From an optimization exercise on the open Yosys and OpenROAD flow, aimed at small area, a short achievable clock period and few clock cycles per item; shortcuts taken in it are not production practice.
Where RTL was checked, it was by simulation tests only, not by an equivalence proof against the original.
Power figures rest on the tool's default switching activity, not on a simulated workload.

// ela_stream_deinterlacer
module ela_stream_deinterlacer #(
  parameter int unsigned IMG_W  = 128,
  parameter int unsigned IMG_H  = 64,
  parameter int unsigned PIX_W  = 8,
  parameter int unsigned ADDR_W = 13
) (
  input  logic              clk,
  input  logic              rst,
  input  logic              ready,
  input  logic [1:0]        mode,
  input  logic [PIX_W-1:0]  in_data,
  output logic              req,
  output logic              wen,
  output logic [ADDR_W-1:0] addr,
  output logic [PIX_W-1:0]  data_wr,
  output logic              busy,
  output logic              done
);
export LEC_CHECK = 0
export CAP_MARGIN = 20
export CORE_MARGIN = 2
export CORE_UTILIZATION = 70
export CTS_BUF_LIST = sky130_fd_sc_hd__clkbuf_16
export CTS_CLUSTER_DIAMETER = 55
export CTS_CLUSTER_SIZE = 26
export SLEW_MARGIN = 20
create_clock -name core_clock -period 12.0 [get_ports {clk}]
standard.sh (not shown) runs the stock make flow with config.mk's settings and CLKGATE_MAP_FILE= SYNTH_SCRIPT=/design/flow/synth_recipe.tcl, a recipe that flattens the netlist after the stock synthesis.
==> flow/flow/run.sh <==
#!/bin/bash
set -euo pipefail
MARGIN=$(cat flow/margin.txt 2>/dev/null || echo 8)
bash standard.sh SETUP_SLACK_MARGIN="$MARGIN" \
  "BUFFER_PORTS_ARGS=-buffer_cell sky130_fd_sc_hd__buf_2" finish > flow_make.log 2>&1
==> flow/flow/margin.txt <==
8.6
Edit:
==> flow/flow/margin.txt (replaced) <==
8.2
--- a/flow/config.mk
+++ b/flow/config.mk
@@ -12,2 +12,2 @@
-export CTS_CLUSTER_DIAMETER = 55
-export CTS_CLUSTER_SIZE = 26
+export CTS_CLUSTER_DIAMETER = 50
+export CTS_CLUSTER_SIZE = 20
What happened:
- design area came out lower by 0.32%
- final cell count barely changes
- wire length stays flat
- core utilization came out lower by 0.25 points
- critical path depth is unchanged
Edit:
==> flow/flow/margin.txt (replaced) <==
8.6
After rerunning: Global-route usage is about the same; register-to-register slack improves by 350 ps; sequential share of layout area goes down by 0.15 points; setup slack improves by 50 ps; sequential power is about the same; total power is about the same; routed wire length goes up by 0.92%; final cell count is about the same.
Function was not checked in any run of this note: the RTL went through the layout flow alone.

* * *

The RTL this note starts from:
==> flow/design.v <==
module ela_stream_deinterlacer #(
  parameter int unsigned IMG_W  = 128,
  parameter int unsigned IMG_H  = 64,
  parameter int unsigned PIX_W  = 8,
  parameter int unsigned ADDR_W = 13
) (
  input  logic              clk,
  input  logic              rst,
  input  logic              ready,
  input  logic [1:0]        mode,
  input  logic [PIX_W-1:0]  in_data,
  output logic              req,
  output logic              wen,
  output logic [ADDR_W-1:0] addr,
  output logic [PIX_W-1:0]  data_wr,
  output logic              busy,
  output logic              done
);
  localparam int unsigned PW  = PIX_W;
  localparam int unsigned NW  = IMG_W;           
  localparam int unsigned TP  = NW - 3;          
  localparam int unsigned TI  = NW - 1;          
  localparam int unsigned M0  = 2;               
  localparam int unsigned SA  = TP - M0;         
  localparam logic [6:0]  D0  = 7'(128 - M0);    
  localparam int unsigned QN  = 8;               
  localparam logic [3:0]  TH  = 4'd6;            
  localparam logic [3:0]  THR = 4'd4;            
  localparam logic [2:0] S_INIT = 3'd0, S_RECV = 3'd1, S_XFER = 3'd2, S_B = 3'd3, S_L = 3'd4,
                         S_END = 3'd5;
  logic [2:0] st;
  logic [4:0] rin;           
  logic [6:0] kin;           
  logic       deliv;
  logic [6:0] kq;            
  logic       arr_q;
  logic [PW-1:0] in_q;
  logic       reqwant, committed, bad0, ins_last;
  logic [6:0] col, dph;
  logic [3:0] cnt;
  logic [1:0] mode_q;
  logic [PW*NW-1:0]     frg;    
  logic [PW*(NW+1)-1:0] rch;    
  logic [PW*QN-1:0] qf;
  logic [3:0]       wp, rp;
  logic          v1, ela1;
  logic [PW-1:0] a1, s1a, s3a, df1, df2, df3;
  function automatic logic [PW-1:0] avg2(input logic [PW-1:0] a, input logic [PW-1:0] b);
    logic [PW:0] s;
    s = {1'b0, a} + {1'b0, b};
    avg2 = s[PW:1];
  endfunction
  function automatic logic [PW-1:0] absdiff(input logic [PW-1:0] a, input logic [PW-1:0] b);
    absdiff = (a > b) ? (a - b) : (b - a);
  endfunction
  logic [PW-1:0] um1, uc, up1, dm1, dc, dp1;
  assign up1 = frg[PW*(TP-1) +: PW];
  assign uc  = frg[PW*TP +: PW];
  assign um1 = frg[PW*(TP+1) +: PW];
  assign dp1 = rch[PW*(NW-2) +: PW];
  assign dc  = rch[PW*(NW-1) +: PW];
  assign dm1 = rch[PW*NW +: PW];
  logic phase_ok, ev_x, ev_b, ev_l, ev, sh, ins, item, a0ins, accept, set_req, reqwant_n, pop;
  assign phase_ok = (dph == 7'd0);
  assign ev_x  = (st == S_XFER) && phase_ok;
  assign ev_b  = (st == S_B) && phase_ok && (committed || (cnt <= TH));
  assign ev_l  = (st == S_L) && phase_ok && (cnt <= TH);
  assign ev    = ev_x | ev_b | ev_l;
  assign sh    = arr_q | ev_x | ev_b;
  assign ins   = ((ev_x | ev_b) && (col != 7'd0)) || ins_last;
  assign item  = arr_q | ev_b | ev_l;
  assign a0ins = arr_q && (rin == 5'd0);
  assign accept = req && ready;
  assign pop   = ready && (wp != rp);
  always_comb begin
    set_req = 1'b0;
    if (st == S_INIT) set_req = 1'b1;
    if (arr_q && (kq == 7'd127) && (rin == 5'd0) && !bad0) set_req = 1'b1;
    if (ev_x && (col == 7'd127)) set_req = 1'b1;
    if (ev_b && (col == 7'd125) && (rin != 5'd31) && (cnt <= THR)) set_req = 1'b1;
    if (ev_b && (col == 7'd127) && (rin != 5'd31) && !committed) set_req = 1'b1;
  end
  assign reqwant_n = (reqwant && !accept) || set_req;
  always_ff @(posedge clk) begin
    for (int i = 0; i < NW; i++) begin
      if (i == 0)
        frg[PW*i +: PW] <= frg[PW*(NW-1) +: PW];
      else if (i == TI && ins)
        frg[PW*i +: PW] <= dm1;
      else if (i == SA && a0ins)
        frg[PW*i +: PW] <= in_q;
      else
        frg[PW*i +: PW] <= frg[PW*(i-1) +: PW];
    end
  end
  always_ff @(posedge clk) begin
    if (sh) rch <= {rch[PW*NW-1:0], in_q};
  end
  always_ff @(posedge clk) begin
    mode_q <= mode;
    in_q   <= in_data;
  end
  always_ff @(posedge clk) begin
    if (arr_q) a1 <= in_q;
    else if (ev_l || (mode_q == 2'd2)) a1 <= uc;
    else a1 <= avg2(uc, dc);
    ela1 <= ev_b && (mode_q == 2'd1) && (col != 7'd0) && (col != 7'd127);
    df1  <= absdiff(um1, dp1);
    df2  <= absdiff(uc, dc);
    df3  <= absdiff(up1, dm1);
    s1a  <= avg2(um1, dp1);
    s3a  <= avg2(up1, dm1);
  end
  logic [PW-1:0] res;
  always_comb begin
    res = a1;
    if (ela1 && !((df2 <= df1) && (df2 <= df3))) res = (df1 <= df3) ? s1a : s3a;
  end
  always_ff @(posedge clk) begin
    if (v1) qf[PW*wp[2:0] +: PW] <= res;
    data_wr <= qf[PW*rp[2:0] +: PW];
  end
  logic [ADDR_W-1:0] addr_n;
  always_comb begin
    addr_n = addr + 1'b1;
    if (addr[6:0] == 7'd127) begin
      if (addr[12:7] == 6'd0) addr_n = {6'd2, 7'd0};
      else if (!addr[7]) addr_n = {addr[12:7] - 6'd1, 7'd0};
      else if (addr[12:7] == 6'd61) addr_n = {6'd63, 7'd0};
      else addr_n = {addr[12:7] + 6'd3, 7'd0};
    end
  end
  always_ff @(posedge clk) begin
    if (rst) begin
      st        <= S_INIT;
      rin       <= '0;
      kin       <= '0;
      deliv     <= 1'b0;
      kq        <= '0;
      arr_q     <= 1'b0;
      reqwant   <= 1'b0;
      committed <= 1'b0;
      bad0      <= 1'b0;
      ins_last  <= 1'b0;
      col       <= '0;
      dph       <= '0;
      cnt       <= '0;
      wp        <= '0;
      rp        <= '0;
      v1        <= 1'b0;
      req       <= 1'b0;
      wen       <= 1'b0;
      addr      <= '0;
      busy      <= 1'b0;
      done      <= 1'b0;
    end else begin
      reqwant <= reqwant_n;
      req     <= reqwant_n && ready;
      arr_q   <= deliv && ready;
      if (accept) begin
        deliv <= 1'b1;
        kin   <= '0;
      end else if (deliv && ready) begin
        kin <= kin + 1'b1;
        if (kin == 7'd127) deliv <= 1'b0;
      end
      if (deliv && !ready && (kin != 7'd0) && (rin == 5'd0)) bad0 <= 1'b1;
      v1  <= item;
      cnt <= cnt + {3'd0, item} - {3'd0, pop};
      if (v1) wp <= wp + 1'b1;
      if (pop) rp <= rp + 1'b1;
      wen <= pop;
      if (wen) addr <= addr_n;
      if (wen && (addr == 13'd8191)) begin
        done <= 1'b1;
        busy <= 1'b0;
      end
      if (a0ins && (kq == 7'd0)) dph <= D0;
      else if (!ev) dph <= dph + 1'b1;
      if (ev) col <= col + 1'b1;
      ins_last <= (ev_x || ev_b) && (col == 7'd127);
      case (st)
        S_INIT: begin
          busy <= 1'b1;
          st   <= S_RECV;
        end
        S_RECV: begin
          if (arr_q) begin
            kq <= kq + 1'b1;
            if (kq == 7'd127) begin
              if (rin == 5'd0) begin
                if (bad0) st <= S_XFER;
                else rin <= 5'd1;
              end else begin
                st <= S_B;
              end
            end
          end
        end
        S_XFER: begin
          if (ev_x && (col == 7'd127)) begin
            st  <= S_RECV;
            rin <= 5'd1;
          end
        end
        S_B: begin
          if (ev_b && (col == 7'd125) && (rin != 5'd31) && (cnt <= THR)) committed <= 1'b1;
          if (ev_b && (col == 7'd127)) begin
            committed <= 1'b0;
            if (rin == 5'd31) begin
              st <= S_L;
            end else begin
              st  <= S_RECV;
              rin <= rin + 1'b1;
            end
          end
        end
        S_L: begin
          if (ev_l && (col == 7'd127)) st <= S_END;
        end
        default: ;
      endcase
    end
  end
endmodule
==> flow/config.mk <==
export PLATFORM = sky130hd
export DESIGN_NAME = ela_stream_deinterlacer
export DESIGN_NICKNAME = ela_stream_deinterlacer
export VERILOG_FILES = /design/flow/design.v
export SDC_FILE = /design/flow/constraint.sdc
export NUM_CORES = 4
export LEC_CHECK = 0
export CAP_MARGIN = 20
export CORE_MARGIN = 2
export CORE_UTILIZATION = 65
export CTS_BUF_LIST = sky130_fd_sc_hd__clkbuf_8
export SETUP_SLACK_MARGIN = 0.5
export SLEW_MARGIN = 20
==> flow/constraint.sdc <==
create_clock -name core_clock -period 12.0 [get_ports {clk}]
set_input_delay 2.4000 -clock core_clock [delete_from_list [all_inputs] [get_ports {clk}]]
set_output_delay 2.4000 -clock core_clock [all_outputs]
set_load 0.01 [all_outputs]
run.sh (not shown) runs the stock make flow with config.mk's settings and CLKGATE_MAP_FILE= SYNTH_SCRIPT=/design/flow/synth_recipe.tcl, a recipe that flattens the netlist after the stock synthesis.
Stock flow here: none of the scripts above is used.
Testbench counts at the start, summed over its fixed seeds: cycles 262,464, frames 32.
Then changed:
CORE_UTILIZATION = 45   (was 65)
CTS_BUF_LIST = unset   (was sky130_fd_sc_hd__clkbuf_8)
Outcome:
- The changed run went through all stages and came out clean
- total power rose by about 3.4%
- clock-buffer cell count fell by 102
- sequential share of layout area fell by 1.3 points
- design area rose by about 1.7%
- die area rose by about 44%
- global-route usage fell by 8.2 points
- routed wire length fell by 11%
- via count fell by 3.5%
- final cell count rose by about 8%

## static timing again, ports no longer ideal
How much do the figures lean on ideal ports? The routed layouts below were timed once more, with nothing changed but the port constraints.
Step 1, drivers: a clkbuf_16 drives clk and a buf_2 each remaining input, both assumed.
Step 2 also shifts input and output timing later by t, the mid clock arrival at the registers, as if the neighbouring blocks saw the same clock.
Slacks: no drivers / after step 1 / after step 2; pairs: no drivers / after step 1.
run | shift t [ns] | setup slack, ns | worst setup path at the end | worst data-port slew with drivers (ns)
the first run of note 1 | 0.811 | 8.411 / 8.344 / 8.135 | input to register | 0.15
the second run of note 1 | 0.820 | 8.348 / 8.281 / 7.861 | input to register | 0.15
the third run of note 1 | 0.826 | 8.398 / 8.329 / 8.172 | input to register | 0.15
the first run of note 2 | 0.973 | 7.448 / 7.380 / 7.348 | input to register | 0.07
the second run of note 2 | 0.861 | 7.407 / 7.334 / 7.366 | input to register | 0.07
After both steps every run listed still meets setup and hold. For the second run of note 1, which loses most, drivers alone change the setup slack by -0.067 ns; drivers and shift together by -0.487 ns.
